From an optimization exercise on the open Yosys and OpenROAD flow, aimed at small area, a short achievable clock period and few clock cycles per item; shortcuts taken in it are not production practice. The RTL was checked by simulation tests, not by an equivalence proof against the original design. Power and IR drop assume default switching activity.

File: design/flow/run.sh
#!/bin/bash
# synth_recipe.tcl (not shown) runs the flow's synth.tcl, then flattens the netlist and writes it again
# the make line also repeats each setting of config.mk as NAME=value (left out here)
make -C /OpenROAD-flow-scripts/flow DESIGN_CONFIG=/design/flow/config.mk WORK_HOME=/design/flow/orfs CLKGATE_MAP_FILE= SYNTH_SCRIPT=/design/flow/synth_recipe.tcl finish
File: design/flow/design.v
`timescale 1ns / 1ps
package skf_pkg;
    localparam int FRAC_BITS = 16;
    localparam int GAIN_BITS = 16;
    localparam int VAL_W     = 32;                  
    localparam int NOISE_W   = 31;                  
    localparam int DEN_W     = VAL_W + 2;           
    localparam int QUO_W     = GAIN_BITS + 1;       
    localparam int CNT_W     = $clog2(QUO_W + 1);
    localparam logic [VAL_W-1:0]     VAR_ONE  = VAL_W'(1) << FRAC_BITS;
    localparam logic [GAIN_BITS:0]   GAIN_ONE = (GAIN_BITS+1)'(1) << GAIN_BITS;
    localparam logic [GAIN_BITS-1:0] GAIN_MAX = '1;
    localparam logic [1:0] CFG_INIT_EST   = 2'd0;
    localparam logic [1:0] CFG_PROC_NOISE = 2'd1;
    localparam logic [1:0] CFG_MEAS_NOISE = 2'd2;
endpackage
`timescale 1ns / 1ps
`timescale 1ns / 1ps
import skf_pkg::*;
module scalar_kalman_filter_core
(
    input  logic               aclk,
    input  logic               aresetn,
    input  logic               cfg_we,
    input  logic [1:0]         cfg_index,
    input  logic [VAL_W-1:0]   cfg_data,
    input  logic               s_valid,
    output logic               s_ready,
    input  logic signed [VAL_W-1:0] s_measurement,
    output logic               m_valid,
    input  logic               m_ready,
    output logic signed [VAL_W-1:0] m_estimate
);
    localparam int RW = VAL_W + 3;             
    localparam int DW = VAL_W + 1;             
    localparam int ZW = VAL_W + 1;             
    localparam int AW = VAL_W + GAIN_BITS + 1;
    localparam int HI = GAIN_BITS + 1;         
    localparam int AW1 = AW - 1;
    logic                     idle_reg, setup_reg, run_reg;
    logic [3:0]               cnt_reg;
    logic                     q_reg;           
    logic                     zero_reg;        
    logic                     m_valid_reg;
    logic [NOISE_W-1:0]       pn_reg, mn_reg;
    logic [VAL_W-1:0]         p_reg;
    logic                     psat_reg;        
    logic [DW-1:0]            den_reg;
    logic signed [RW-1:0]     rem_reg;
    logic signed [ZW-1:0]     z_reg;           
    logic [AW-1:0]            accv_reg;
    logic signed [AW-1:0]     acce_reg;
    wire                      accept   = s_valid && idle_reg;
    wire                      setup_go = setup_reg && !m_valid_reg;
    wire                      last     = (cnt_reg == 4'd15);
    wire [VAL_W-1:0]          p_eff    = p_reg | {VAL_W{psat_reg}};
    wire signed [VAL_W-1:0]   est      = acce_reg[AW-1:HI];
    wire                      zero_now = (p_eff == '0) && (mn_reg == '0);
    assign s_ready = idle_reg;
    logic signed [RW-1:0] div_a, div_b, div_sum;
    logic                 div_sub;
    always_comb begin
        if (idle_reg) begin
            div_a   = RW'(accv_reg[AW-1:HI]);
            div_b   = RW'(pn_reg);
            div_sub = 1'b0;
        end else if (setup_reg) begin
            div_a   = RW'(p_eff);
            div_b   = RW'(mn_reg);
            div_sub = 1'b1;
        end else begin
            div_a   = rem_reg <<< 1;
            div_b   = RW'(den_reg);
            div_sub = !rem_reg[RW-1];
        end
    end
    assign div_sum = div_a + (div_sub ? ~div_b : div_b) + RW'(div_sub);
    logic [AW-1:0] av_a, av_b, av_sum;
    always_comb begin
        if (setup_reg) begin
            av_a = AW'(p_eff);
            av_b = AW'(mn_reg);
        end else begin
            av_a = accv_reg << 1;
            av_b = q_reg ? ~(AW'(p_reg) << 1) : '0;
        end
    end
    assign av_sum = av_a + av_b + AW'(!setup_reg && q_reg);
    logic signed [AW-1:0] ae_a, ae_b, ae_sum;
    always_comb begin
        if (setup_reg) begin
            ae_a = AW'(z_reg);
            ae_b = ~(AW'(est));
        end else begin
            ae_a = acce_reg <<< 1;
            ae_b = q_reg ? (AW'(z_reg) <<< 1) : '0;
        end
    end
    assign ae_sum = ae_a + ae_b + AW'(setup_reg);
    always_ff @(posedge aclk) begin
        if (!aresetn) begin
            idle_reg    <= 1'b1;
            setup_reg   <= 1'b0;
            run_reg     <= 1'b0;
            m_valid_reg <= 1'b0;
            pn_reg      <= NOISE_W'(655);
            mn_reg      <= NOISE_W'(65536);
            accv_reg[AW-1:HI] <= VAR_ONE;
            acce_reg[AW-1:HI] <= '0;
        end else begin
            if (m_valid_reg && m_ready)
                m_valid_reg <= 1'b0;
            if (cfg_we) begin
                case (cfg_index)
                    CFG_INIT_EST: begin
                        acce_reg[AW-1:HI] <= $signed(cfg_data);
                        accv_reg[AW-1:HI] <= VAR_ONE;
                    end
                    CFG_PROC_NOISE: pn_reg <= cfg_data[NOISE_W-1:0];
                    CFG_MEAS_NOISE: mn_reg <= cfg_data[NOISE_W-1:0];
                    default: ;
                endcase
            end
            if (accept) begin
                idle_reg  <= 1'b0;
                setup_reg <= 1'b1;
            end
            if (setup_go) begin
                setup_reg <= 1'b0;
                run_reg   <= 1'b1;
                accv_reg  <= {AW1'(p_eff), 1'b1};
                acce_reg  <= {AW1'(est), 1'b1};
            end
            if (run_reg) begin
                accv_reg <= av_sum;
                acce_reg <= ae_sum;
                if (last) begin
                    run_reg     <= 1'b0;
                    idle_reg    <= 1'b1;
                    m_valid_reg <= 1'b1;
                end
            end
        end
        if (idle_reg) begin
            p_reg    <= div_sum[VAL_W-1:0];
            psat_reg <= div_sum[VAL_W];
        end
        if (accept)
            z_reg <= ZW'(s_measurement);
        if (setup_go) begin
            p_reg    <= p_eff;
            psat_reg <= 1'b0;
            den_reg  <= av_sum[DW-1:0];
            z_reg    <= ae_sum[ZW-1:0];
            zero_reg <= zero_now;
            cnt_reg  <= '0;
        end
        if (setup_go || run_reg) begin
            rem_reg <= div_sum;
            q_reg   <= !div_sum[RW-1] && !(setup_reg ? zero_now : zero_reg);
        end
        if (run_reg)
            cnt_reg <= cnt_reg + 4'd1;
    end
    assign m_valid    = m_valid_reg;
    assign m_estimate = est;
endmodule
File: design/flow/constraint.sdc
create_clock -name core_clock -period 11.0 [get_ports {aclk}]
set_input_delay 2.2000 -clock core_clock [delete_from_list [all_inputs] [get_ports {aclk}]]
set_output_delay 2.2000 -clock core_clock [all_outputs]
set_load 0.01 [all_outputs]
File: design/flow/config.mk
export PLATFORM = sky130hd
export DESIGN_NAME = scalar_kalman_filter_core
export DESIGN_NICKNAME = scalar_kalman_filter_core
export VERILOG_FILES = /design/flow/design.v
export SDC_FILE = /design/flow/constraint.sdc
export NUM_CORES = 4
export LEC_CHECK = 0
export CAP_MARGIN = 20
export CORE_MARGIN = 2
export CORE_UTILIZATION = 40
export SLEW_MARGIN = 20
==> metrics.cfg, run 1 <==
[synthesis]
postSynthNetCount=2896
compound_cell_area_share_of_the_yosys_netlist_pct=25.1
post_synth_inst_count=2692
combinational_family_with_the_most_area_after_synthesis=compound AO/OA/AOI/OAI gates
synth_simple_gate_area_share_pct=17.2
synthMuxAreaShare_pct=3.77
synth.avg_cell_area_um2=8.24
sequential_element_share_of_the_synthesized_area_pct=35.3
ys_dominant_reg_cell=sky130_fd_sc_hd__edfxtp_1
yosys.area_share.adder_pct=7.64
synth_enable_flop_cells=173
netlist-cell-type-count=84
yosys_warnings=1
yosys_register_bits=304
syn-cell-area_um2=22200
postSynth.asyncResetShare_pct=0
synth-xor-area-share_pct=6.24

[clocking]
cts_sinks=304
cts-root-to-sink-buffers=3
htree_levels=2
cts_buffers=39
worst_setup_hold_path_clk_slew_ns=0.06
cts.repair_timing.setup_buffer_count=0
cts_tree=yes
clock_tree.root_cell=sky130_fd_sc_hd__clkbuf_16
insertion_delay_ns=0.58
cts_hold_repair.buffers=0
cts_resized=0

[setup_path]
reg2regPathDepth=15
endpoint_kind=flop
worstPathRequired_ns=11.39
cp_data_arrival_time_ns=6.20
worst-r2r-setup-slack_ns=5.19
worstPathCellList=buf_12 > nor2b_1 > o31ai_1 > o21ai_0 > fa_1 > nor2b_1 > o21bai_1 > a211oi_1 > o211ai_1 > a21oi_1 > o21ai_1 > o21ai_1 > xnor2_1 > or3_1 > o31ai_1
worstSetupStartpoint=setup_reg$_SDFFE_PP0P_
critical_path.slowest_cell=sky130_fd_sc_hd__dfxtp_4
critical_path.reg2reg.endpoint=q_reg$_DFFE_PN_
critical_path.reg2reg.startpoint=setup_reg$_SDFFE_PP0P_
slowest_delay_ns=0.72
crit_fanout=245
setup.worst_path.end=q_reg$_DFFE_PN_
path_class=flop to flop
worstSetupStartpointType=flop

[finish]
layout-drive-gt1-share_pct=6.86
final_core_util_pct=45.2
areaGrowthSynthToFinish_pct=12.0
layout.cells.non_filler=3443
final_area_um2=24800
antenna_cells=0
design.final.nets=2868

[timing]
finalMaxSlewViolations=0
timing_hold_violations_final=0
timing_worst_slew_pin_value_ns=1.21
finalCriticalPeriod_ns=5.81
setup_viol_count_final=0
share_of_the_cycle_needed_by_the_critical_path_after_routing_pct=52.8
rsz0062_at_grt=no
worst_slew_margin_rel_pct=19.2
maxClockFrequency_ghz=0.172
fin_worst_skew_ns=0.0275
hold_slack_ns=0.453
setup_total_negative_slack_ns=0

[place]
placedInstanceArea_um2=23500
finalWeightedCongestion=0.953
hpwl_um=60300
buffer_ports.inserted=104
numPlacedInstances=3371

[global_route]
grt_start_max_net_pins=246
grt.total_usage_pct=28.3
antenna_found_initial=4
grt_first_pass_wirelength_um=123000
gr-total-overflow=0
vias_in_the_first_global_route=19500

[die]
fp_rows=86
initial_core_util_pct=40.3
die-height_um=239
floorplan.die_area_um2=57300
top_level_ports=105
die_width_um=239
fp.coreArea_um2=55000

[detailed_routing]
routedWlPerCell_um=23.8
drcViolationCount=0
first_pass_iters=6
via_per_inst=6.08
finalWirelength_um=82000
drc_marker_count_from_the_first_detailed_route_iteration=2586
route.vias.total=20900
antenna_left=0

[min_path]
timing.hold.worst_path_depth=2
hold_path_class=flop to flop

[job]
maxCapViolCount=0

[power]
power.density_nw_per_um2=184
power.leakage_nw=9.91
max_vdd_drop_v=0.000103

[status]
outcome=timing/DRC/antenna clean

[cells in the mapped netlist (all sizes together), types with 8 or more instances]
cell type,n,area (um2)
a211oi,19,148
a21boi,9,67.6
a21o,86,646
a21oi,267,1340
a221oi,22,199
a22o,33,289
a311oi,8,70.1
a31oi,20,125
and2,16,100
and3,16,100
buf,66,379
clkbuf,134,503
dfxtp,131,2620
edfxtp,173,5190
ha,129,1610
inv,46,173
mux2,66,747
mux2i,9,90.1
nand2,429,1610
nand2b,14,87.6
nand3,34,170
nand4,24,150
nor2,227,852
nor2b,37,231
nor3,15,75.1
nor4,19,119
o211ai,12,90.1
o21a,47,353
o21ai,293,1470
o21bai,24,180
o221ai,9,85.1
o22ai,9,56.3
o31ai,8,60.1
or3,9,56.3
xnor2,100,876
xor2,58,508
[worst min path at each step]
stage / endpoint / slack [ns] / from
final: pn_reg[15]$_SDFFE_PN0P_ / 0.45 / pn_reg[15]$_SDFFE_PN0P_
after global routing: pn_reg[17]$_SDFFE_PN0P_ / 0.49 / pn_reg[17]$_SDFFE_PN0P_
after floorplan: accv_reg[48]$_SDFFE_PN0P_ / 0.43 / accv_reg[48]$_SDFFE_PN0P_
after global placement: pn_reg[15]$_SDFFE_PN0P_ / 0.45 / pn_reg[15]$_SDFFE_PN0P_
after CTS: pn_reg[15]$_SDFFE_PN0P_ / 0.46 / pn_reg[15]$_SDFFE_PN0P_
after detailed placement: pn_reg[15]$_SDFFE_PN0P_ / 0.45 / pn_reg[15]$_SDFFE_PN0P_
[critical path, delay by kind of cell (launching register included)]
| kind | cells | cell delay, ns |
|---|---|---|
| DFF | 1 | 0.72 |
| and+or+nand+nor | 3 | 0.59 |
| adders and majority gates | 1 | 0.50 |
| buffers and inverters | 1 | 0.66 |
| xor gates and xnor gates | 1 | 0.12 |
| AOI/OAI and AO/OA | 9 | 2.67 |
[layout make-up]
type	count	area [um2]
fill	5507	30200
multi-input combinational	2141	13300
sequential	304	7830
timing repair buffer	131	1250
clock buffer	51	1130
tap	748	936
clock inverter	21	194
inverter	47	176
[cell families (layout without fill, tap and decap cells)]
family	count (synthesis)	after routing
and+or+nand+nor	870	870
xor gates and xnor gates	158	158
adders and majority gates	133	133
buffers and inverters	247	250
AOI/OAI and AO/OA	905	905
muxes	75	75
DFF	304	304
[layout by cell type (no fill, tap or decap), drive strengths merged, types with 33 or more instances in the layout]
master and n:
dfxtp 131, a21o 86, xor2 58, clkbuf 51, o21a 47, mux2 66, nand3 34, inv 49
edfxtp 173, nand2 429, clkdlybuf4s50 103, a22o 33, nor2b 37, ha 129, a21oi 267, xnor2 100
nor2 227, o21ai 293
[per-layer routing]
| metal | part of all wire [%] | vias to the layer above | GRT usage (%) |
|---|---|---|---|
| met2 | 43 | 1019 | 43.1 |
| met1 | 45 | 10200 | 41.4 |
| li1 | - | 9628 | - |
| met3 | 9.3 | 137 | 3.92 |
| met5 | 0 | - | 0 |
| met4 | 2.8 | 0 | 8.35 |
[where the power goes]
group / internal (W) / total, W / switching (W)
logic: 0.000618 / 0.00164 / 0.00102
clock network: 0.000800 / 0.00134 / 0.000545
registers: 0.00143 / 0.00159 / 0.000163
total: 0.00284 / 0.00457 / 0.00173
[through the flow]
step | worst slack, ns | total power (W)
6_report | 5.19 | 0.00457
5_1_grt | 4.95 | 0.00480
4_1_cts | 5.35 | 0.00455
3_5_place_dp | 5.41 | 0.00321
3_3_place_gp | 5.44 | 0.00319
2_1_floorplan | 6.18 | 0.00270
Testbench counts, summed over its fixed seeds: cycles 36,958, items 2,048.
==> run 2, diff against run 1 <==
==> design/flow/flow/run.sh (new file) <==
#!/bin/bash
set -euo pipefail
bash standard.sh SETUP_SLACK_MARGIN=7 finish > standard_flow.log 2>&1
==> design/flow/standard.sh (new file) <==
#!/bin/bash
# synth_recipe.tcl (not shown) runs the flow's synth.tcl, then flattens the netlist and writes it again
# the make line also repeats each setting of config.mk as NAME=value (left out here)
make -C /OpenROAD-flow-scripts/flow DESIGN_CONFIG=/design/flow/config.mk WORK_HOME=/design/flow/orfs CLKGATE_MAP_FILE= SYNTH_SCRIPT=/design/flow/synth_recipe.tcl "${@:-finish}"
removed: design/flow/run.sh
==> run 2 against run 1 <==
  * Clock power is 3% lower
  * Sequential power hardly changed
  * Clock skew is 0.0025 ns lower
  * Still clean on timing, DRC and antenna
  * Sequential cell count stayed put
  * Synthesized cell count stayed put
  * Register-to-register slack better by 1.6 ns
  * Worst setup slack better by 1.6 ns
  * Core utilization is 3.5 points higher
  * Highest routed layer is now met5
  * Global-route usage is 2.0 points higher
==> metrics.cfg, run 2 <==
[finish]
layout.cells.non_filler=3528
design.final.nets=2951
layout-drive-gt1-share_pct=14.7
n_fill_cell=5214
layout_commonest_cell=sky130_fd_sc_hd__nand2_1
final_cell_mix=sky130_fd_sc_hd__nand2_1 (423), sky130_fd_sc_hd__o21ai_0 (259), sky130_fd_sc_hd__a21oi_1 (244)
areaGrowthSynthToFinish_pct=20.8

[timing]
rsz0062_at_grt=yes
timing_worst_slew_pin_value_ns=0.975
setup_viol_count_final=0
timing_hold_violations_final=0
fin_worst_skew_ns=0.0249
finalMaxSlewViolations=0
maxClockFrequency_ghz=0.240
share_of_the_cycle_needed_by_the_critical_path_after_routing_pct=37.9
worst_slew_margin_rel_pct=34.4
finalCriticalPeriod_ns=4.17
setup_total_negative_slack_ns=0

[synthesis]
yosys_warnings=1
main_area_contributors_after_synthesis=sky130_fd_sc_hd__edfxtp_1 (23%), sky130_fd_sc_hd__dfxtp_1 (12%), sky130_fd_sc_hd__ha_1 (7.3%)
postSynth.asyncResetShare_pct=0
synth.avg_cell_area_um2=8.24
post_synth_inst_count=2692
post-synth-top-count-cell=sky130_fd_sc_hd__nand2_1
postSynthNetCount=2896
ys_dominant_reg_cell=sky130_fd_sc_hd__edfxtp_1
synth_top_area_cell=sky130_fd_sc_hd__edfxtp_1
netlist-cell-type-count=84
synth_enable_flop_cells=173
yosysTopAreaCellShare_pct=23.4
sequential_element_share_of_the_synthesized_area_pct=35.3
yosys_register_bits=304
netlist_top_cells_count=sky130_fd_sc_hd__nand2_1 (428), sky130_fd_sc_hd__o21ai_0 (274), sky130_fd_sc_hd__a21oi_1 (267)
syn-cell-area_um2=22200

[power]
power.clock.fraction_pct=27.2
switching_power_w=0.00189
internal-power_w=0.00291
power.leakage_nw=10.7
design_power_total_w=0.00479
max_vdd_drop_v=0.000107
power.density_nw_per_um2=179
share_seq_of_total_power_pct=33.2
p_comb_share_pct=39.6
power.switching_fraction_pct=39.4

[global_route]
vias_in_the_first_global_route=20100
grt_first_pass_wirelength_um=131000
grt.total_usage_pct=30.3
antenna_found_initial=7
gr-total-overflow=0
grt_start_max_net_pins=68

[setup_path]
worst-r2r-setup-slack_ns=6.83
worstPathRequired_ns=11.46
path_class=flop to flop
cp_data_arrival_time_ns=4.63
crit_fanout=5
worstSetupStartpointType=flop
endpoint_kind=flop

[detailed_routing]
antenna_left=0
routedWlPerCell_um=25.4
first_pass_iters=5
finalWirelength_um=89600
drcViolationCount=0
route.vias.total=21800
via_per_inst=6.18
drc_marker_count_from_the_first_detailed_route_iteration=2374

[die]
fp.coreArea_um2=55000
die_width_um=239
die-height_um=239
floorplan.die_area_um2=57300
initial_core_util_pct=40.3
fp_rows=86
top_level_ports=105

[clocking]
cts_hold_repair.buffers=0
htree_levels=2
cts_sinks=304
cts_tree=yes
cts-root-to-sink-buffers=3
insertion_delay_ns=0.59
clock_tree.root_cell=sky130_fd_sc_hd__clkbuf_16
cts_buffers=40
worst_setup_hold_path_clk_slew_ns=0.06

[place]
buffer_ports.inserted=104
hpwl_um=61900
numPlacedInstances=3374
finalWeightedCongestion=1.02

[status]
outcome=timing/DRC/antenna clean

[min_path]
hold_path_class=flop to flop

[job]
maxCapViolCount=0

[run 2: cell types whose count changed in the layout (fill, tap and decap cells not counted), sizes merged, moves of 3 or more]
cell	before	now
buf	28	100
bufbuf	0	6
bufinv	3	0
clkbuf	51	58
clkinv	16	13
clkinvlp	0	3
[run 2: repair_timing]
item / 4_1_cts / 5_1_grt
gates cloned: 8 / 3
buffers inserted: 28 / 40
resized for setup: 98 / 147
pin swaps: 26 / 65
endpoints found under the setup margin: 233 / 72
[run 2: area by class of cell]
type | count | area (um2) | area share (%)
multi-input cells | 2141 | 14200 | 53.1
flip-flops and latches | 304 | 7840 | 29.3
repair buffers | 213 | 2320 | 8.67
clock buffers | 54 | 1140 | 4.24
well taps | 748 | 936 | 3.49
inverters | 47 | 194 | 0.724
clock inverters | 20 | 143 | 0.533
diodes | 1 | 2.50 | 0.00934
[run 2: worst max-delay path, cell delays in order (launching register included)]
cell and delay (ns):
sky130_fd_sc_hd__dfxtp_4 0.40, sky130_fd_sc_hd__clkinv_4 0.07, sky130_fd_sc_hd__buf_12 0.14, sky130_fd_sc_hd__nand2_8 0.08
sky130_fd_sc_hd__clkinv_8 0.05, sky130_fd_sc_hd__buf_12 0.12, sky130_fd_sc_hd__or2_4 0.25, sky130_fd_sc_hd__ha_4 0.16
sky130_fd_sc_hd__or2_4 0.24, sky130_fd_sc_hd__fa_2 0.35, sky130_fd_sc_hd__a21o_1 0.21, sky130_fd_sc_hd__a311oi_4 0.36
sky130_fd_sc_hd__nor4b_4 0.11, sky130_fd_sc_hd__nor3b_4 0.31, sky130_fd_sc_hd__o221ai_4 0.16, sky130_fd_sc_hd__a41oi_4 0.32
sky130_fd_sc_hd__o41ai_4 0.11, sky130_fd_sc_hd__a31oi_1 0.22, sky130_fd_sc_hd__nor4b_1 0.07, sky130_fd_sc_hd__or3_1 0.30
[run 2: through the flow]
step	setup WS [ns]	area (um2)	hold slack, ns	utilization, %
floorplan	6.97	22200	0.425	-
global placement	5.41	23500	0.446	42.8
detailed placement	5.37	23500	0.452	42.8
CTS	6.83	25800	0.462	46.9
global route	6.72	26800	0.483	48.7
finish	6.83	26800	0.460	48.7
[run 2: kinds of logic (layout without fill, tap and decap cells)]
logic type | count (synthesis) | in the layout | synth area share, %
AO/OA/AOI/OAI | 905 | 905 | 25.1
AND/OR/NAND/NOR | 870 | 870 | 17.2
flip-flops | 304 | 304 | 35.3
buffers and inverters | 247 | 334 | 4.77
XOR/XNOR | 158 | 158 | 6.24
adder cells (fa/ha/maj) | 133 | 133 | 7.64
multiplexers | 75 | 75 | 3.77
other | 0 | 1 | 0
[run 2: worst paths after layout]
path	from	to	cells past startpoint
setup reg to reg	setup_reg$_SDFFE_PP0P_	accv_reg[46]$_SDFFE_PN0P_	19
setup / recovery	setup_reg$_SDFFE_PP0P_	accv_reg[46]$_SDFFE_PN0P_	19
hold / removal	pn_reg[19]$_SDFFE_PN0P_	pn_reg[19]$_SDFFE_PN0P_	2
hold reg to reg	pn_reg[19]$_SDFFE_PN0P_	pn_reg[19]$_SDFFE_PN0P_	2
[run 2: per-layer routing]
| metal | wire [um] | GRT usage [%] | vias to the layer above |
|---|---|---|---|
| met5 | 40 | 0 | - |
| met4 | 4260 | 13.3 | 6 |
| met3 | 8580 | 5.01 | 247 |
| met2 | 38800 | 46.0 | 1191 |
| met1 | 37900 | 42.4 | 10600 |
| li1 | - | - | 9805 |
[run 2: power by group through the flow]
stage	sequential [W]	clock, W	combinational (W)
global placement	0.00161	0	0.00161
floorplan	0.00151	0	0.00119
detailed placement	0.00161	0	0.00162
CTS	0.00158	0.00131	0.00173
global route	0.00159	0.00136	0.00205
finish	0.00159	0.00130	0.00190
==> run 3, diff against run 2 <==
--- a/design/flow/design.v
+++ b/design/flow/design.v
@@ -17,2 +17,43 @@
 `timescale 1ns / 1ps
+module skf_add #(parameter int W = 48)
+(
+    input  logic [W-1:0] a,
+    input  logic [W-1:0] b,
+    input  logic         cin,
+    output logic [W-1:0] s
+);
+    localparam int L = $clog2(W + 1);
+    logic [W:0] g [0:2*L];
+    logic [W:0] p [0:2*L];
+    always_comb begin
+        g[0][0] = cin;
+        p[0][0] = 1'b0;
+        for (int i = 0; i < W; i++) begin
+            g[0][i+1] = a[i] & b[i];
+            p[0][i+1] = a[i] ^ b[i];
+        end
+        for (int l = 0; l < L; l++) begin
+            g[l+1] = g[l];
+            p[l+1] = p[l];
+            for (int i = 0; i <= W; i++) begin
+                if ((i % (2 << l)) == ((2 << l) - 1) && i >= (1 << l)) begin
+                    g[l+1][i] = g[l][i] | (p[l][i] & g[l][i - (1 << l)]);
+                    p[l+1][i] = p[l][i] & p[l][i - (1 << l)];
+                end
+            end
+        end
+        for (int l = L - 2; l >= 0; l--) begin
+            g[2*L-1-l] = g[2*L-2-l];
+            p[2*L-1-l] = p[2*L-2-l];
+            for (int i = 0; i <= W; i++) begin
+                if ((i % (2 << l)) == ((1 << l) - 1) && i >= (2 << l)) begin
+                    g[2*L-1-l][i] = g[2*L-2-l][i] | (p[2*L-2-l][i] & g[2*L-2-l][i - (1 << l)]);
+                    p[2*L-1-l][i] = p[2*L-2-l][i] & p[2*L-2-l][i - (1 << l)];
+                end
+            end
+        end
+        for (int i = 0; i < W; i++)
+            s[i] = p[0][i+1] ^ g[2*L-1][i];
+    end
+endmodule
 `timescale 1ns / 1ps
@@ -76,3 +117,8 @@
     end
-    assign div_sum = div_a + (div_sub ? ~div_b : div_b) + RW'(div_sub);
+    skf_add #(RW) u_div_add (
+        .a   (div_a),
+        .b   (div_sub ? ~div_b : div_b),
+        .cin (div_sub),
+        .s   (div_sum)
+    );
     logic [AW-1:0] av_a, av_b, av_sum;
@@ -87,3 +133,8 @@
     end
-    assign av_sum = av_a + av_b + AW'(!setup_reg && q_reg);
+    skf_add #(AW) u_var_add (
+        .a   (av_a),
+        .b   (av_b),
+        .cin (!setup_reg && q_reg),
+        .s   (av_sum)
+    );
     logic signed [AW-1:0] ae_a, ae_b, ae_sum;
@@ -98,3 +149,8 @@
     end
-    assign ae_sum = ae_a + ae_b + AW'(setup_reg);
+    skf_add #(AW) u_est_add (
+        .a   (ae_a),
+        .b   (ae_b),
+        .cin (setup_reg),
+        .s   (ae_sum)
+    );
     always_ff @(posedge aclk) begin
@@ -155,10 +211,6 @@
             zero_reg <= zero_now;
-            cnt_reg  <= '0;
-        end
-        if (setup_go || run_reg) begin
-            rem_reg <= div_sum;
-            q_reg   <= !div_sum[RW-1] && !(setup_reg ? zero_now : zero_reg);
-        end
-        if (run_reg)
-            cnt_reg <= cnt_reg + 4'd1;
+        end
+        rem_reg <= div_sum;
+        q_reg   <= !div_sum[RW-1] && !(setup_reg ? zero_now : zero_reg);
+        cnt_reg <= setup_reg ? 4'd0 : cnt_reg + 4'd1;
     end
==> run 3 against run 2 <==
  * Non-clock buffer count is 22 higher
  * Highest routed layer is now met4
  * Count of clock-buffer cells in the layout is 2 lower
  * Total power is 7.7% higher
  * Maximum frequency is 2.5% higher
==> metrics.cfg, run 3 <==
[min_path]
hold_path_class=flop to flop
min_delay_worst_endpoint=cnt_reg[0]$_SDFF_PP0_
timing.hold.worst_path_depth=1
timing.hold.worst.start=cnt_reg[0]$_SDFF_PP0_

[finish]
design.final.nets=2715
layout_commonest_cell=sky130_fd_sc_hd__nand2_1
antenna_cells=0
seq_area_um2=7440
n_fill_cell=4693
layout-drive-gt1-share_pct=17.5
final_cell_mix=sky130_fd_sc_hd__nand2_1 (330), sky130_fd_sc_hd__dfxtp_1 (160), sky130_fd_sc_hd__o21ai_0 (150)
areaGrowthSynthToFinish_pct=24.7
multi_input_area_um2=12900

[place]
buffer_ports.inserted=104
hpwl_um=46900
dp_slack_ns=5.18
finalWeightedCongestion=0.913

[synthesis]
postSynth.asyncResetShare_pct=0
ys_dominant_reg_cell=sky130_fd_sc_hd__dfxtp_1
yosys_register_bits=304
yosysTopAreaCellShare_pct=19.4
sequential_element_share_of_the_synthesized_area_pct=36.0
yosys_warnings=7
synth_top_area_cell=sky130_fd_sc_hd__edfxtp_1
netlist_top_cells_count=sky130_fd_sc_hd__nand2_1 (334), sky130_fd_sc_hd__o21ai_0 (183), sky130_fd_sc_hd__nor2_1 (172)
postSynthNetCount=2616
synth.avg_cell_area_um2=8.76
synth_enable_flop_cells=133
syn-cell-area_um2=20600
post_synth_inst_count=2353
netlist-cell-type-count=68
post-synth-top-count-cell=sky130_fd_sc_hd__nand2_1
main_area_contributors_after_synthesis=sky130_fd_sc_hd__edfxtp_1 (19%), sky130_fd_sc_hd__dfxtp_1 (17%), sky130_fd_sc_hd__ha_1 (7.6%)

[die]
top_level_ports=105
fp_rows=83
floorplan.die_area_um2=53400
initial_core_util_pct=40.3
fp.coreArea_um2=51100
die-height_um=231
die_width_um=231

[timing]
share_of_the_cycle_needed_by_the_critical_path_after_routing_pct=37.0
timing_hold_violations_final=0
hold_slack_ns=0.435
maxClockFrequency_ghz=0.246
finalCriticalPeriod_ns=4.07
setup_viol_count_final=0
setup_total_negative_slack_ns=0
rsz0062_at_grt=yes
timing_worst_slew_pin_value_ns=1.00
fin_worst_skew_ns=0.0207
worst_slack_setup_final_ns=6.93
finalMaxSlewViolations=0
worst_slew_margin_rel_pct=33.0

[setup_path]
crit_fanout=6
cp_common_cell=sky130_fd_sc_hd__buf_12
endpoint_kind=flop
critical_path.reg2reg.startpoint=setup_reg$_SDFFE_PP0P_
worstPathRequired_ns=11.44
slowest_delay_ns=0.53
worstSetupStartpointType=flop
worstPathCellList=buf_12 > buf_6 > buf_12 > mux2_4 > ha_4 > nor2_2 > or3_4 > a2111oi_4 > o21a_1 > nor2_4 > o21ai_4 > a41oi_2 > o21ba_1 > fa_2 > a21oi_2 > o221a_2
path_class=flop to flop
reg2regPathDepth=16
worst-r2r-setup-slack_ns=6.93
critical_path.reg2reg.endpoint=acce_reg[37]$_SDFFE_PN0P_
cp_data_arrival_time_ns=4.51
critical_path.slowest_cell=sky130_fd_sc_hd__fa_2

[power]
power.density_nw_per_um2=201
max_vdd_drop_v=0.000113
power.leakage_nw=10.3

[detailed_routing]
antenna_left=0
via_per_inst=5.87
drcViolationCount=0
route.vias.total=18500
routedWlPerCell_um=23.8
finalWirelength_um=75300
drc_marker_count_from_the_first_detailed_route_iteration=1818
first_pass_iters=6

[job]
maxCapViolCount=0

[global_route]
grt_first_pass_wirelength_um=109000
vias_in_the_first_global_route=18000
antenna_found_initial=1
gr-total-overflow=0
grt_start_max_net_pins=97
grt.total_usage_pct=26.8

[clocking]
cts_buffers=37
clock_tree.root_cell=sky130_fd_sc_hd__clkbuf_16
insertion_delay_ns=0.56
worst_setup_hold_path_clk_slew_ns=0.06
cts_sinks=304
cts_hold_repair.buffers=0
cts-root-to-sink-buffers=3
cts_tree=yes
htree_levels=2

[status]
outcome=timing/DRC/antenna clean

[run 3: cell count changes in the layout (fill, tap and decap cells not counted), sizes merged, moves of 55 or more]
cell	change
a21oi	-95
fa	+62
inv	+104
nand2	-94
nor2	-55
o21ai	-106
[run 3: worst max-delay path by stage]
stage,from,to,slack [ns],depth (start not counted)
after CTS,setup_reg$_SDFFE_PP0P_,accv_reg[21]$_SDFFE_PN0P_,6.94,18
after global routing,setup_reg$_SDFFE_PP0P_,acce_reg[41]$_SDFFE_PN0P_,6.81,20
final,setup_reg$_SDFFE_PP0P_,acce_reg[37]$_SDFFE_PN0P_,6.93,16
after detailed placement,setup_reg$_SDFFE_PP0P_,acce_reg[48]$_SDFFE_PN0P_,5.18,20
after floorplan,q_reg$_DFF_P_,acce_reg[48]$_SDFFE_PN0P_,6.84,20
after global placement,setup_reg$_SDFFE_PP0P_,acce_reg[48]$_SDFFE_PN0P_,5.26,20
[run 3: kinds of logic after synthesis]
family                     synth area share (%)
AOI/OAI and AO/OA                          20.3
and+or+nand+nor                            15.0
xor gates and xnor gates                   4.46
muxes                                      3.53
DFF                                        36.0
buffers and inverters                      6.68
adders and majority gates                  14.1
[run 3: area by class of cell]
class	count	area share [%]
Sequential cell	304	29.0
Timing Repair Buffer	235	10.8
Inverter	157	2.36
Clock buffer	52	3.90
Clock inverter	12	0.326
Multi-Input combinational cell	1717	50.4
Tap cell	680	3.31
[run 3: stage by stage]
step | total power, W | cell area, um2 | utilization [%] | instances
after floorplan | 0.00297 | 20700 | - | 2353
after global placement | 0.00349 | 22000 | 43.0 | 2985
after detailed placement | 0.00353 | 22000 | 43.0 | 2985
after CTS | 0.00489 | 24400 | 47.7 | 3102
after global routing | 0.00545 | 25700 | 50.3 | 3157
final | 0.00516 | 25700 | 50.3 | 3157
[run 3: critical path: cells and delay by family (launching register included)]
| kind | cells | cell delay (ns) |
|---|---|---|
| AO/OA/AOI/OAI | 7 | 1.53 |
| adder cells (fa/ha/maj) | 2 | 0.82 |
| AND/OR/NAND/NOR | 3 | 0.50 |
| buffers and inverters | 3 | 0.41 |
| flip-flops | 1 | 0.36 |
| multiplexers | 1 | 0.31 |
[run 3: what timing repair did]
action | CTS | global route
pin swaps | 51 | 85
gates resized for setup | 116 | 167
cloned | 10 | 10
endpoints found under the hold margin | 0 | 0
buffers inserted | 43 | 45
endpoints found under the setup margin | 206 | 81
[run 3: layer usage]
metal / track usage [%] / share of wire, % / vias up / wire, um
met5: 0 / 0 / - / 0
met4: 9.82 / 3.9 / 0 / 2910
met3: 5.09 / 8.8 / 177 / 6650
met2: 42.2 / 45 / 842 / 34000
met1: 36.4 / 42 / 9161 / 31700
li1: - / - / 8365 / -
[run 3: report_power, final]
| part | internal (W) | total (W) | switching, W |
|---|---|---|---|
| Sequential | 0.00148 | 0.00170 | 0.000223 |
| Clock | 0.000656 | 0.00116 | 0.000507 |
| Combinational | 0.00103 | 0.00230 | 0.00128 |
Testbench counts of run 3, summed over its fixed seeds: cycles 36,958, items 2,048.
==> run 4, diff against run 3 <==
==> design/flow/flow/run.sh (replaced) <==
#!/bin/bash
set -euo pipefail
bash standard.sh \
    SETUP_SLACK_MARGIN=6.5 \
    "BUFFER_PORTS_ARGS=-buffer_cell sky130_fd_sc_hd__buf_1" \
    finish > standard_flow.log 2>&1
--- a/design/flow/config.mk
+++ b/design/flow/config.mk
@@ -10,2 +10,4 @@
 export CORE_UTILIZATION = 40
+export CTS_CLUSTER_DIAMETER = 80
+export CTS_CLUSTER_SIZE = 20
 export SLEW_MARGIN = 20
==> run 4 against run 3 <==
  * Still clean
  * Combinational power shrank 19%
  * Worst setup slack lost 0.29 ns
  * Clock power shrank 31%
  * Wire length shrank 9.7%
  * Core utilization shrank 6.6 points
  * Global-route usage shrank 1.6 points
  * Final area shrank 13%
  * Maximum frequency shrank 6.7%
  * Non-clock buffer count shrank 91
  * Synthesized area is the same
  * Highest routed layer is now met5
==> metrics.cfg, run 4 <==
[synthesis]
yosysTopAreaCellShare_pct=19.4
netlist-cell-type-count=68
sequential_element_share_of_the_synthesized_area_pct=36.0
synth_top_area_cell=sky130_fd_sc_hd__edfxtp_1
netlist_top_cells_count=sky130_fd_sc_hd__nand2_1 (334), sky130_fd_sc_hd__o21ai_0 (183), sky130_fd_sc_hd__nor2_1 (172)
yosys_warnings=7
synth_enable_flop_cells=133
syn-cell-area_um2=20600
yosys_register_bits=304
synth.avg_cell_area_um2=8.76
post-synth-top-count-cell=sky130_fd_sc_hd__nand2_1
postSynth.asyncResetShare_pct=0
main_area_contributors_after_synthesis=sky130_fd_sc_hd__edfxtp_1 (19%), sky130_fd_sc_hd__dfxtp_1 (17%), sky130_fd_sc_hd__ha_1 (7.6%)
postSynthNetCount=2616
post_synth_inst_count=2353
ys_dominant_reg_cell=sky130_fd_sc_hd__dfxtp_1

[finish]
design.final.nets=2607
final_cell_mix=sky130_fd_sc_hd__nand2_1 (333), sky130_fd_sc_hd__o21ai_0 (182), sky130_fd_sc_hd__nor2_1 (170)
layout-drive-gt1-share_pct=7.59
antenna_cells=0
layout_commonest_cell=sky130_fd_sc_hd__nand2_1
areaGrowthSynthToFinish_pct=8.41

[timing]
rsz0062_at_grt=yes
share_of_the_cycle_needed_by_the_critical_path_after_routing_pct=39.6
setup_viol_count_final=0
finalMaxSlewViolations=0
fin_worst_skew_ns=0.0329
finalCriticalPeriod_ns=4.36
timing_hold_violations_final=0
worst_slew_margin_rel_pct=33.9
worst_slack_setup_final_ns=6.64
setup_total_negative_slack_ns=0
timing_worst_slew_pin_value_ns=0.992
maxClockFrequency_ghz=0.229

[setup_path]
slowest_delay_ns=0.51
worstPathRequired_ns=11.44
worstSetupStartpointType=flop
path_class=flop to flop
worstPathBufferInverterCount=3
cp_data_arrival_time_ns=4.80
crit_fanout=27
cp_common_cell=sky130_fd_sc_hd__nand2_1
worst_path_dominant_cell_family=simple AND/OR/NAND/NOR gates
endpoint_kind=flop
critical_path.slowest_cell=sky130_fd_sc_hd__or4_1
worstPathCellList=inv_2 > nand2_8 > inv_4 > buf_16 > nand2_1 > o21ai_0 > ha_1 > and4_1 > nor2b_1 > or4_1 > o21a_2 > nor2_4 > o21ai_4 > a31oi_2 > o21ai_1 > fa_1 > xor2_1 > xnor2_1 > nand2_1 > and3_1

[die]
die_width_um=231
top_level_ports=105
fp_rows=83
floorplan.die_area_um2=53400
fp.coreArea_um2=51100
die-height_um=231
initial_core_util_pct=40.3

[detailed_routing]
drcViolationCount=0
route.vias.total=17500
via_per_inst=5.75
finalWirelength_um=68000
routedWlPerCell_um=22.4
drc_marker_count_from_the_first_detailed_route_iteration=1462
antenna_left=0
first_pass_iters=7

[clocking]
cts_tree=yes
cts_sinks=304
cts_buffers=20
htree_levels=1
insertion_delay_ns=0.56
cts-root-to-sink-buffers=3
clock_tree.root_cell=sky130_fd_sc_hd__clkbuf_16
worst_setup_hold_path_clk_slew_ns=0.09

[global_route]
vias_in_the_first_global_route=17300
gr-usage-met3_pct=3.74
gr-usage-met1_pct=33.5
grt_use_met2_pct=40.6
grt.busiest_layer=met2
grt_start_max_net_pins=101
grt.total_usage_pct=25.1
antenna_found_initial=2
gr-total-overflow=0
grt_first_pass_wirelength_um=104000

[status]
outcome=timing/DRC/antenna clean

[place]
hpwl_um=46500
buffer_ports.inserted=104
finalWeightedCongestion=0.891
dp_slack_ns=5.81

[power]
max_vdd_drop_v=0.000133
power.density_nw_per_um2=194
power.leakage_nw=9.04

[min_path]
hold_path_class=flop to flop

[job]
maxCapViolCount=0

==> run 4: cell counts after synthesis <==
No cell type changed its count.
==> run 4: logic make-up (layout without fill, tap and decap cells) <==
family | Yosys count | in the layout | synth area share, %
xor gates and xnor gates | 105 | 105 | 4.46
and+or+nand+nor | 698 | 698 | 15.0
muxes | 65 | 65 | 3.53
DFF | 304 | 304 | 36.0
adders and majority gates | 192 | 192 | 14.1
AOI/OAI and AO/OA | 657 | 657 | 20.3
buffers and inverters | 332 | 337 | 6.68
==> run 4: final timing paths <==
path	slack, ns	to	depth (start not counted)	start
worst max-delay path	6.64	acce_reg[48]$_SDFFE_PN0P_	20	setup_reg$_SDFFE_PP0P_
worst max register to register	6.64	acce_reg[48]$_SDFFE_PN0P_	20	setup_reg$_SDFFE_PP0P_
worst min register to register	0.47	cnt_reg[0]$_SDFF_PP0_	1	cnt_reg[0]$_SDFF_PP0_
worst min-delay path	0.47	cnt_reg[0]$_SDFF_PP0_	1	cnt_reg[0]$_SDFF_PP0_
==> run 4: routing by layer <==
layer,vias up,wire [um]
li1,8104,-
met1,8575,29200
met2,642,31300
met3,138,4390
met4,2,3010
met5,-,13
==> run 4: layout make-up <==
type | count | area [um2]
clock buffers | 31 | 583
well taps | 680 | 851
fillers | 5096 | 28800
multi-input cells | 1717 | 11900
clock inverters | 5 | 42.5
repair buffers | 144 | 915
flip-flops and latches | 304 | 7430
inverters | 157 | 601
==> run 4: where the power goes <==
| part | switching, W | internal [W] |
|---|---|---|
| registers | 0.000199 | 0.00147 |
| logic | 0.00111 | 0.000755 |
| clock network | 0.000426 | 0.000373 |
==> run 4: stage by stage <==
stage | cell area, um2 | hold WS [ns] | total power (W) | std cells | util, %
2_1_floorplan | 20600 | 0.402 | 0.00296 | 2353 | -
3_3_place_gp | 21300 | 0.416 | 0.00343 | 2984 | 41.7
6_report | 22300 | 0.469 | 0.00433 | 3038 | 43.7
3_5_place_dp | 21300 | 0.459 | 0.00347 | 2984 | 41.7
4_1_cts | 22100 | 0.473 | 0.00430 | 3029 | 43.2
5_1_grt | 22300 | 0.491 | 0.00463 | 3038 | 43.7
==> run 4: what timing repair did <==
action | CTS | global route
setup buffers | 8 | 6
setup endpoints to repair | 85 | 46
pin swaps | 2 | 3
gates resized for setup | 20 | 25
hold buffers | 0 | 0
cloned | 1 | 2
==> run 5, diff against run 4 <==
==> design/flow/flow/run.sh (replaced) <==
#!/bin/bash
set -euo pipefail
bash standard.sh \
    SETUP_SLACK_MARGIN=6.75 \
    "BUFFER_PORTS_ARGS=-buffer_cell sky130_fd_sc_hd__buf_1" \
    finish > standard_flow.log 2>&1
--- a/design/flow/config.mk
+++ b/design/flow/config.mk
@@ -7,2 +7,3 @@
 export LEC_CHECK = 0
+export ABC_AREA = 1
 export CAP_MARGIN = 20
==> run 5 against run 4 <==
  * Via count increased by 7.0%
  * Final area about the same
  * Die area decreased by 1.5%
  * Synthesized cell count increased by 10%
  * Still clean on timing, DRC and antenna
  * Wire length increased by 5.8%
  * Register-to-register slack improved by 0.22 ns
  * Maximum frequency increased by 5.3%
  * Sequential cell count unchanged
  * Clock power increased by 21%
  * Sequential power about the same
  * Sequential share of layout area about the same
  * Non-clock buffer count increased by 18
==> metrics.cfg, run 5 <==
[status]
outcome=timing/DRC/antenna clean

[timing]
timing_worst_slew_pin_value_ns=1.08
finalCriticalPeriod_ns=4.14
share_of_the_cycle_needed_by_the_critical_path_after_routing_pct=37.6
timing_hold_violations_final=0
finalMaxSlewViolations=0
fin_worst_skew_ns=0.0232
setup_total_negative_slack_ns=0
rsz0062_at_grt=no
maxClockFrequency_ghz=0.242
setup_viol_count_final=0
worst_slew_margin_rel_pct=28.1

[clocking]
htree_levels=1
cts_sinks=304
worst_setup_hold_path_clk_slew_ns=0.08
insertion_delay_ns=0.58
cts_hold_repair.buffers=0
cts-root-to-sink-buffers=3
cts_tree=yes
cts_buffers=25
clock_tree.root_cell=sky130_fd_sc_hd__clkbuf_16

[synthesis]
yosysTopAreaCellShare_pct=19.7
post-synth-top-count-cell=sky130_fd_sc_hd__nand2_1
postSynthNetCount=2859
post_synth_inst_count=2596
yosys_warnings=7
yosys_register_bits=304
sequential_element_share_of_the_synthesized_area_pct=36.6
synth.avg_cell_area_um2=7.82
synth_enable_flop_cells=133
netlist_top_cells_count=sky130_fd_sc_hd__nand2_1 (446), sky130_fd_sc_hd__inv_1 (337), sky130_fd_sc_hd__nor2_1 (298)
postSynth.asyncResetShare_pct=0
synth_top_area_cell=sky130_fd_sc_hd__edfxtp_1
syn-cell-area_um2=20300
main_area_contributors_after_synthesis=sky130_fd_sc_hd__edfxtp_1 (20%), sky130_fd_sc_hd__dfxtp_1 (17%), sky130_fd_sc_hd__nand2_1 (8.3%)
ys_dominant_reg_cell=sky130_fd_sc_hd__dfxtp_1
netlist-cell-type-count=54

[setup_path]
critical_path.slowest_cell=sky130_fd_sc_hd__buf_4
worstSetupStartpointType=flop
worst-r2r-setup-slack_ns=6.86
slowest_delay_ns=0.67
worstPathCellList=clkinv_16 > buf_12 > nor2_8 > buf_4 > buf_4 > inv_2 > buf_4 > nand2_1 > buf_4
worstPathRequired_ns=11.23
cp_common_cell=sky130_fd_sc_hd__buf_4
worst_path_dominant_cell_family=buffers and inverters
reg2regPathDepth=9
critical_path.reg2reg.startpoint=setup_reg$_SDFFE_PP0P_
critical_path.reg2reg.endpoint=p_reg[28]$_DFFE_PP_
endpoint_kind=flop
cp_data_arrival_time_ns=4.36
crit_fanout=82
path_class=flop to flop
worstPathBufferInverterCount=7

[finish]
antenna_cells=0
seq_area_um2=7430
areaGrowthSynthToFinish_pct=10.1
layout_commonest_cell=sky130_fd_sc_hd__nand2_1
multi_input_area_um2=10900
layout-drive-gt1-share_pct=6.62
design.final.nets=2890
final_cell_mix=sky130_fd_sc_hd__nand2_1 (446), sky130_fd_sc_hd__inv_1 (333), sky130_fd_sc_hd__nor2_1 (296)
n_fill_cell=5060

[detailed_routing]
via_per_inst=5.63
routedWlPerCell_um=21.7
first_pass_iters=6
routed_wl_met2_um=32200
route.vias.total=18700
finalWirelength_um=71900
drc_marker_count_from_the_first_detailed_route_iteration=1987
m1WireLength_um=30000
detailroute.wirelength.met3_um=6740
drcViolationCount=0
highest_routing_layer_actually_used=met4
antenna_left=0

[min_path]
timing.hold.worst_path_depth=1
timing.hold.worst.start=cnt_reg[0]$_SDFF_PP0_
hold_path_class=flop to flop
min_delay_worst_endpoint=cnt_reg[0]$_SDFF_PP0_

[global_route]
grt_start_max_net_pins=83
antenna_found_initial=0
gr-total-overflow=0
vias_in_the_first_global_route=18100
grt.total_usage_pct=26.4
grt_first_pass_wirelength_um=108000

[power]
power.leakage_nw=9.78
power.density_nw_per_um2=214
max_vdd_drop_v=0.000132
design_power_total_w=0.00479

[place]
buffer_ports.inserted=104
hpwl_um=46700
finalWeightedCongestion=0.937

[die]
top_level_ports=105
fp_rows=82
die-height_um=229
fp.coreArea_um2=50100
die_width_um=229
floorplan.die_area_um2=52500
initial_core_util_pct=40.5

[job]
maxCapViolCount=0

[run 5: cell families (layout without fill, tap and decap cells)]
kind of cell | count (synthesis) | count (layout) | share of synthesized area, %
compound gates | 658 | 658 | 18.4
xor+xnor | 70 | 70 | 3.02
fa+ha+maj | 192 | 192 | 14.3
buf+inv | 508 | 556 | 10.4
flops | 304 | 304 | 36.6
simple gates | 864 | 865 | 17.4
[run 5: area by class of cell]
cell class	count	share of cell area, %
clock inverters	17	0.728
flip-flops and latches	304	33.2
repair buffers	162	4.50
repair inverters	5	0.202
well taps	672	3.76
inverters	344	6.03
multi-input cells	1785	48.6
clock buffers	28	2.99
[run 5: worst max-delay path by stage]
stage               slack, ns  cells after the start                    from                         to
detailed placement       5.13                     19  setup_reg$_SDFFE_PP0P_  acce_reg[45]$_SDFFE_PN0P_
global placement         5.31                     19  setup_reg$_SDFFE_PP0P_  acce_reg[45]$_SDFFE_PN0P_
CTS                      6.76                     20     idle_reg$_SDFF_PN1_        p_reg[29]$_DFFE_PP_
floorplan                6.79                     18  setup_reg$_SDFFE_PP0P_  acce_reg[45]$_SDFFE_PN0P_
global route             6.72                     27  setup_reg$_SDFFE_PP0P_  acce_reg[48]$_SDFFE_PN0P_
finish                   6.86                      9  setup_reg$_SDFFE_PP0P_        p_reg[28]$_DFFE_PP_
[run 5: metal layers]
layer / global-route usage (%) / up-vias
li1: - / 8619
met1: 35.5 / 8969
met2: 42.9 / 929
met3: 4.01 / 161
met4: 9.64 / 0
met5: 0 / -
[run 5: per-stage QoR]
stage / worst slack, ns / utilization (%) / std cells / instance area, um2 / hold WS [ns]
final: 6.86 / 44.6 / 3317 / 22300 / 0.440
after global routing: 6.72 / 44.6 / 3317 / 22300 / 0.485
after CTS: 6.76 / 44.0 / 3296 / 22000 / 0.443
after detailed placement: 5.13 / 41.8 / 3235 / 20900 / 0.432
after global placement: 5.31 / 41.8 / 3235 / 20900 / 0.418
after floorplan: 6.79 / - / 2596 / 20300 / 0.402
[run 5: repair_timing]
action                     4_1_cts  5_1_grt
pin swaps                        1        1
setup buffers                   11       17
cloned                           5        4
setup endpoints to repair      223       39
hold endpoints to repair         0        0
resized for setup               28       16
[run 5: power by group]
group	internal [W]	leakage [nW]	switching [W]
combinational	0.000765	6.67	0.00138
clock	0.000460	0.411	0.000503
sequential	0.00153	2.70	0.000152
total	0.00275	9.78	0.00204
==> run 6, diff against run 5 <==
--- a/design/flow/design.v
+++ b/design/flow/design.v
@@ -183,2 +183,4 @@
             end
+            if (setup_reg)
+                accv_reg <= {AW1'(p_eff), 1'b1};
             if (setup_go) begin
@@ -186,3 +188,2 @@
                 run_reg   <= 1'b1;
-                accv_reg  <= {AW1'(p_eff), 1'b1};
                 acce_reg  <= {AW1'(est), 1'b1};
@@ -205,3 +206,3 @@
             z_reg <= ZW'(s_measurement);
-        if (setup_go) begin
+        if (setup_reg) begin
             p_reg    <= p_eff;
@@ -209,5 +210,6 @@
             den_reg  <= av_sum[DW-1:0];
-            z_reg    <= ae_sum[ZW-1:0];
             zero_reg <= zero_now;
         end
+        if (setup_go)
+            z_reg <= ae_sum[ZW-1:0];
         rem_reg <= div_sum;
==> run 6 against run 5 <==
  * Maximum frequency rose by 2.5%
  * Register-to-register slack improved by 0.10 ns
  * Via count fell by 3.6%
  * Still clean
  * Final area fell by 0.87%
  * Clock power rose by 0.4%
  * Total power rose by 11%
==> metrics.cfg, run 6 <==
[finish]
seq_area_um2=7420
layout-drive-gt1-share_pct=6.71
n_fill_cell=4944
areaGrowthSynthToFinish_pct=11.1
multi_input_area_um2=10700
layout_commonest_cell=sky130_fd_sc_hd__nand2_1
design.final.nets=2795
layout.cells.non_filler=3215
final_area_um2=22200
final_cell_mix=sky130_fd_sc_hd__nand2_1 (435), sky130_fd_sc_hd__inv_1 (308), sky130_fd_sc_hd__o21ai_0 (250)

[detailed_routing]
drc_marker_count_from_the_first_detailed_route_iteration=1905
routedWlPerCell_um=21.0
antenna_left=0
finalWirelength_um=67600
via_per_inst=5.60
drcViolationCount=0
first_pass_iters=6
route.vias.total=18000

[die]
fp.coreArea_um2=49100
die_width_um=227
fp_rows=81
initial_core_util_pct=40.7
top_level_ports=105
floorplan.die_area_um2=51700
die-height_um=227

[synthesis]
ys_dominant_reg_cell=sky130_fd_sc_hd__dfxtp_1
yosys_warnings=7
synth_top_area_cell=sky130_fd_sc_hd__edfxtp_1
combinational_family_with_the_most_area_after_synthesis=compound AO/OA/AOI/OAI gates
postSynth.asyncResetShare_pct=0
netlist-cell-type-count=51
main_area_contributors_after_synthesis=sky130_fd_sc_hd__edfxtp_1 (20%), sky130_fd_sc_hd__dfxtp_1 (17%), sky130_fd_sc_hd__nand2_1 (8.3%)
netlist_top_cells_count=sky130_fd_sc_hd__nand2_1 (439), sky130_fd_sc_hd__inv_1 (313), sky130_fd_sc_hd__o21ai_0 (251)
yosys.area_share.adder_pct=14.5
synth-xor-area-share_pct=3.03
yosys_register_bits=304
syn-cell-area_um2=19900
compound_cell_area_share_of_the_yosys_netlist_pct=19.2
sequential_element_share_of_the_synthesized_area_pct=37.1
postSynthNetCount=2762
yosysTopAreaCellShare_pct=19.9
synthMuxAreaShare_pct=0.0502
post_synth_inst_count=2499
synth.avg_cell_area_um2=7.98
synth_enable_flop_cells=132
post-synth-top-count-cell=sky130_fd_sc_hd__nand2_1
synth_simple_gate_area_share_pct=16.1

[power]
max_vdd_drop_v=0.000156
power.clock.fraction_pct=18.2
share_seq_of_total_power_pct=33.5
power.density_nw_per_um2=240
p_comb_share_pct=48.3
power.leakage_nw=9.73
power.switching_fraction_pct=43.4
switching_power_w=0.00230
internal-power_w=0.00301

[timing]
rsz0062_at_grt=yes
setup_viol_count_final=0
setup_total_negative_slack_ns=0
timing_worst_slew_pin_value_ns=0.996
finalMaxSlewViolations=0
maxClockFrequency_ghz=0.248
finalCriticalPeriod_ns=4.04
share_of_the_cycle_needed_by_the_critical_path_after_routing_pct=36.7
hold_slack_ns=0.447
worst_slew_margin_rel_pct=33.6
timing_hold_violations_final=0
fin_worst_skew_ns=0.0256

[setup_path]
worst-r2r-setup-slack_ns=6.96
endpoint_kind=flop
critical_path.reg2reg.startpoint=setup_reg$_SDFFE_PP0P_
worstPathRequired_ns=11.45
worstSetupStartpoint=setup_reg$_SDFFE_PP0P_
crit_fanout=25
path_class=flop to flop
worstSetupStartpointType=flop
cp_data_arrival_time_ns=4.49

[global_route]
grt_first_pass_wirelength_um=101000
gr-total-overflow=0
grt_start_max_net_pins=82
grt.total_usage_pct=25.7
vias_in_the_first_global_route=17200
antenna_found_initial=1

[clocking]
cts-root-to-sink-buffers=3
htree_levels=1
cts_buffers=24
clock_tree.root_cell=sky130_fd_sc_hd__clkbuf_16
cts_tree=yes
worst_setup_hold_path_clk_slew_ns=0.08
cts_sinks=304
insertion_delay_ns=0.58

[status]
outcome=timing/DRC/antenna clean

[place]
numPlacedInstances=3138
buffer_ports.inserted=104
hpwl_um=45400
placedInstanceArea_um2=20700
finalWeightedCongestion=0.906

[min_path]
hold_path_class=flop to flop
timing.hold.worst.start=cnt_reg[0]$_SDFF_PP0_

[job]
maxCapViolCount=0

==> run 6: cell types whose count changed after synthesis, moves of 7 or more <==
cell / before / now
sky130_fd_sc_hd__inv_1: 337 / 313
sky130_fd_sc_hd__nand2_1: 446 / 439
sky130_fd_sc_hd__a22oi_1: 19 / 39
sky130_fd_sc_hd__o21a_1: 14 / 33
sky130_fd_sc_hd__nor2_1: 298 / 232
sky130_fd_sc_hd__o22ai_1: 43 / 25
sky130_fd_sc_hd__a31oi_1: 33 / 26
sky130_fd_sc_hd__nand3_1: 29 / 36
==> run 6: timing repair <==
item / in CTS / in global routing
setup buffers: 8 / 17
pin swaps: 2 / 2
endpoints found under the setup margin: 180 / 34
hold buffers: 0 / 0
cloned: 4 / 3
gates resized for setup: 24 / 39
==> run 6: worst max-delay path: stages (launching register included) <==
cell	delay, ns
sky130_fd_sc_hd__dfxtp_4	0.41
sky130_fd_sc_hd__clkinv_8	0.10
sky130_fd_sc_hd__buf_16	0.22
sky130_fd_sc_hd__nand2_1	0.13
sky130_fd_sc_hd__nand2_2	0.14
sky130_fd_sc_hd__clkinvlp_4	0.13
sky130_fd_sc_hd__buf_4	0.20
sky130_fd_sc_hd__a21oi_1	0.13
sky130_fd_sc_hd__a21oi_1	0.08
sky130_fd_sc_hd__ha_1	0.35
sky130_fd_sc_hd__nand4_1	0.23
sky130_fd_sc_hd__a21oi_2	0.22
sky130_fd_sc_hd__nor3_2	0.07
sky130_fd_sc_hd__nand2_2	0.12
sky130_fd_sc_hd__nand2_1	0.08
sky130_fd_sc_hd__nand2_2	0.11
sky130_fd_sc_hd__nand2_1	0.07
sky130_fd_sc_hd__nand2_1	0.10
sky130_fd_sc_hd__a21oi_1	0.09
sky130_fd_sc_hd__fa_1	0.42
sky130_fd_sc_hd__xnor2_2	0.32
sky130_fd_sc_hd__nand2_1	0.08
sky130_fd_sc_hd__nand2_1	0.06
==> run 6: worst paths after layout <==
path / cells after the start / end
setup / recovery: 22 / p_reg[30]$_DFFE_PP_
hold / removal: 1 / cnt_reg[0]$_SDFF_PP0_
setup reg to reg: 22 / p_reg[30]$_DFFE_PP_
hold reg to reg: 1 / cnt_reg[0]$_SDFF_PP0_
==> run 6: stage by stage <==
stage | total power [W] | util (%) | setup slack, ns
2_1_floorplan | 0.00351 | - | 6.70
3_3_place_gp | 0.00415 | 42.1 | 4.99
3_5_place_dp | 0.00419 | 42.1 | 4.97
4_1_cts | 0.00522 | 44.5 | 6.76
5_1_grt | 0.00569 | 45.2 | 6.73
6_report | 0.00531 | 45.2 | 6.96
==> run 6: layer usage <==
layer  vias to the layer above  track usage, %  routed length, um
li1                       8412               -                  -
met3                       136            4.03               6420
met2                       867            40.0              29400
met5                         -               0                  0
met4                         0            10.6               2900
met1                      8586            35.6              28800
==> run 6: logic make-up (layout without fill, tap and decap cells) <==
| logic type | count (synthesis) | in the layout |
|---|---|---|
| compound gates | 663 | 663 |
| xor+xnor | 69 | 69 |
| fa+ha+maj | 192 | 192 |
| buf+inv | 478 | 528 |
| flops | 304 | 304 |
| mux | 1 | 1 |
| other cells | 0 | 1 |
| simple gates | 792 | 793 |
==> run 6: power groups by stage <==
| stage | sequential [W] | clock, W | combinational [W] |
|---|---|---|---|
| after detailed placement | 0.00179 | 0 | 0.00240 |
| final | 0.00178 | 0.000967 | 0.00256 |
| after global placement | 0.00179 | 0 | 0.00235 |
| after CTS | 0.00177 | 0.000975 | 0.00247 |
| after global routing | 0.00180 | 0.00101 | 0.00288 |
| after floorplan | 0.00169 | 0 | 0.00181 |
==> run 6: cell type report <==
class                   instances  share of cell area (%)
repair buffers                161                    4.86
flip-flops and latches        304                    33.5
clock buffers                  34                    3.21
repair inverters                2                  0.0904
inverters                     321                    5.66
diodes                          1                  0.0113
multi-input cells            1718                    48.3
clock inverters                10                   0.582
well taps                     664                    3.75
Testbench counts of run 6, summed over its fixed seeds: cycles 36,958, items 2,048.
==> run 7, diff against run 6 <==
==> design/flow/flow/run.sh (replaced) <==
#!/bin/bash
set -euo pipefail
bash standard.sh \
    SETUP_SLACK_MARGIN=7 \
    "BUFFER_PORTS_ARGS=-buffer_cell sky130_fd_sc_hd__buf_1" \
    finish > standard_flow.log 2>&1
==> run 7 against run 6 <==
  * Still clean
  * Clock power fell by 7.5%
  * Final area up 1.6%
  * First-iteration DRC count down 0.10%
  * Global-route usage up 0.63 points
  * Wire length is 2.9% higher
  * Die area unchanged
  * Sequential share of layout area is 0.52 points lower
  * Via count increased by 1.2%
  * Hold slack lost 0.0052 ns
  * Count of clock-buffer cells in the layout fell by 5
  * Register-to-register slack gained 0.15 ns
  * Synthesized cell count unchanged
==> metrics.cfg, run 7 <==
[status]
outcome=timing/DRC/antenna clean

[detailed_routing]
drcViolationCount=0
antenna_left=0
finalWirelength_um=69600
drc_marker_count_from_the_first_detailed_route_iteration=1903
first_pass_iters=6
routedWlPerCell_um=21.6
via_per_inst=5.65
route.vias.total=18200

[timing]
setup_viol_count_final=0
setup_total_negative_slack_ns=0
fin_worst_skew_ns=0.0220
worst_slew_margin_rel_pct=26.8
timing_worst_slew_pin_value_ns=1.10
timing_hold_violations_final=0
finalCriticalPeriod_ns=3.89
finalMaxSlewViolations=0
share_of_the_cycle_needed_by_the_critical_path_after_routing_pct=35.3
hold_slack_ns=0.442
maxClockFrequency_ghz=0.257
rsz0062_at_grt=yes

[clocking]
cts_hold_repair.buffers=0
cts_buffers=23
cts-root-to-sink-buffers=3
insertion_delay_ns=0.57
cts_tree=yes
cts_sinks=304
htree_levels=1
worst_setup_hold_path_clk_slew_ns=0.08
clock_tree.root_cell=sky130_fd_sc_hd__clkbuf_16

[global_route]
grt.total_usage_pct=26.3
grt_use_met2_pct=41.5
grt.busiest_layer=met2
gr-total-overflow=0
grt_start_max_net_pins=88
gr-usage-met3_pct=4.07
vias_in_the_first_global_route=17300
antenna_found_initial=0
gr-usage-met1_pct=36.0
grt_first_pass_wirelength_um=103000

[setup_path]
cp_data_arrival_time_ns=4.32
endpoint_kind=flop
worst_path_dominant_cell_family=simple AND/OR/NAND/NOR gates
cp_common_cell=sky130_fd_sc_hd__nand2_1
slowest_delay_ns=0.45
worstSetupStartpointType=flop
worstPathRequired_ns=11.43
crit_fanout=12
path_class=flop to flop
critical_path.slowest_cell=sky130_fd_sc_hd__dfxtp_4
worstPathBufferInverterCount=5

[synthesis]
post_synth_inst_count=2499
synth_top_area_cell=sky130_fd_sc_hd__edfxtp_1
synth_enable_flop_cells=132
netlist_top_cells_count=sky130_fd_sc_hd__nand2_1 (439), sky130_fd_sc_hd__inv_1 (313), sky130_fd_sc_hd__o21ai_0 (251)
post-synth-top-count-cell=sky130_fd_sc_hd__nand2_1
postSynth.asyncResetShare_pct=0
yosys_warnings=7
yosysTopAreaCellShare_pct=19.9
postSynthNetCount=2762
yosys_register_bits=304
ys_dominant_reg_cell=sky130_fd_sc_hd__dfxtp_1
synth.avg_cell_area_um2=7.98
sequential_element_share_of_the_synthesized_area_pct=37.1
syn-cell-area_um2=19900
netlist-cell-type-count=51
main_area_contributors_after_synthesis=sky130_fd_sc_hd__edfxtp_1 (20%), sky130_fd_sc_hd__dfxtp_1 (17%), sky130_fd_sc_hd__nand2_1 (8.3%)

[finish]
final_core_util_pct=45.9
antenna_cells=0
design.final.nets=2807
layout-drive-gt1-share_pct=8.28
final_cell_mix=sky130_fd_sc_hd__nand2_1 (430), sky130_fd_sc_hd__inv_1 (306), sky130_fd_sc_hd__o21ai_0 (238)
areaGrowthSynthToFinish_pct=12.8
layout_commonest_cell=sky130_fd_sc_hd__nand2_1

[die]
die_width_um=227
floorplan.die_area_um2=51700
die-height_um=227
top_level_ports=105
fp.coreArea_um2=49100
initial_core_util_pct=40.7
fp_rows=81

[place]
hpwl_um=45900
finalWeightedCongestion=0.916
buffer_ports.inserted=104

[min_path]
hold_path_class=flop to flop

[job]
maxCapViolCount=0

[power]
max_vdd_drop_v=0.000140
power.density_nw_per_um2=239
power.leakage_nw=9.86

[run 7: changes by cell type in the layout (fill, tap and decap cells not counted), moves of 6 or more]
cell	previous run	this run
sky130_fd_sc_hd__buf_16	3	9
sky130_fd_sc_hd__a21oi_2	5	11
sky130_fd_sc_hd__buf_6	7	1
sky130_fd_sc_hd__a22oi_1	37	30
sky130_fd_sc_hd__o21ai_1	1	11
sky130_fd_sc_hd__o21ai_0	250	238
sky130_fd_sc_hd__a22oi_2	2	9
sky130_fd_sc_hd__a21oi_1	197	189
[run 7: area by class of cell]
class,count,area (um2)
clock buffers,29,619
clock inverters,12,124
fillers,4922,26600
inverters,321,1250
multi-input cells,1718,10800
flip-flops and latches,304,7420
well taps,664,831
repair buffers,174,1390
repair inverters,2,17.5
[run 7: per-stage QoR]
| stage | power [W] | cells | setup WS [ns] | cell area (um2) |
|---|---|---|---|---|
| 2_1_floorplan | 0.00351 | 2499 | 6.99 | 20000 |
| 3_3_place_gp | 0.00416 | 3138 | 5.83 | 20600 |
| 3_5_place_dp | 0.00422 | 3139 | 5.75 | 20700 |
| 4_1_cts | 0.00523 | 3198 | 6.97 | 21900 |
| 5_1_grt | 0.00577 | 3224 | 6.82 | 22500 |
| 6_report | 0.00538 | 3224 | 7.11 | 22500 |
[run 7: worst register-to-register path: cells and delay by family (launching register included)]
kind,cells,cell delay [ns]
adders and majority gates,2,0.77
DFF,1,0.45
AOI/OAI and AO/OA,8,0.88
xor gates and xnor gates,1,0.16
buffers and inverters,5,0.56
and+or+nand+nor,12,0.93
[run 7: routing by layer]
layer  wire (um)  part of all wire, %
met1       29400                   42
met2       30800                   44
met3        6100                  8.8
met4        3240                  4.7
met5           0                    0
[run 7: logic make-up after synthesis]
kind of cell | count (synthesis) | share of synthesized area [%]
buffers and inverters | 478 | 9.87
AOI/OAI and AO/OA | 663 | 19.2
muxes | 1 | 0.0502
adders and majority gates | 192 | 14.5
xor gates and xnor gates | 69 | 3.03
DFF | 304 | 37.1
and+or+nand+nor | 792 | 16.1
[run 7: power breakdown]
group | total (W) | internal (W) | leakage, nW | switching, W
combinational | 0.00270 | 0.00102 | 6.81 | 0.00169
clock | 0.000894 | 0.000420 | 0.360 | 0.000475
sequential | 0.00179 | 0.00157 | 2.69 | 0.000213
[run 7: what timing repair did]
item                       CTS  global route
buffers inserted            10            18
setup endpoints to repair  195            62
pin swaps                    1            14
gates cloned                 8             8
gates resized for setup     52            78
[run 7: path summary, 6_finish.rpt]
| path | from | end | cells past startpoint | slack, ns |
|---|---|---|---|---|
| setup / recovery | setup_reg$_SDFFE_PP0P_ | acce_reg[48]$_SDFFE_PN0P_ | 28 | 7.11 |
| hold / removal | cnt_reg[0]$_SDFF_PP0_ | cnt_reg[0]$_SDFF_PP0_ | 1 | 0.44 |
| setup reg to reg | setup_reg$_SDFFE_PP0P_ | acce_reg[48]$_SDFFE_PN0P_ | 28 | 7.11 |
| hold reg to reg | cnt_reg[0]$_SDFF_PP0_ | cnt_reg[0]$_SDFF_PP0_ | 1 | 0.44 |

port drivers added, routing unchanged:
How much do the figures lean on ideal ports? The routed layouts below were timed once more, with nothing changed but the port constraints.
Step 1 (the two cells are an assumption about what drives the block):
set clk [get_ports {aclk}]
set_driving_cell -lib_cell sky130_fd_sc_hd__clkbuf_16 $clk
set_driving_cell -lib_cell sky130_fd_sc_hd__buf_2 [delete_from_list [all_inputs] $clk]
Step 2 also shifts input and output timing later by t, the mid clock arrival at the registers, as if the neighbouring blocks saw the same clock.
Three values: no drivers, after step 1, after step 2; two values: the first two.
run | t, ns | slack for setup (ns) | worst setup path after step 2
run 1 | 0.619 | 5.194 / 5.194 / 5.194 | register to register
run 2 | 0.643 | 6.832 / 6.832 / 6.366 | input to register
run 3 | 0.608 | 6.933 / 6.933 / 6.507 | input to register
run 4 | 0.597 | 6.641 / 6.641 / 6.641 | register to register
run 5 | 0.627 | 6.861 / 6.861 / 6.306 | input to register
run 6 | 0.626 | 6.961 / 6.961 / 6.497 | input to register
run 7 | 0.615 | 7.112 / 7.112 / 6.626 | input to register
After both steps every run listed still meets setup and hold. The setup slack of run 5, which loses most, moves by 0.000 ns with the drivers and by -0.555 ns with both steps.
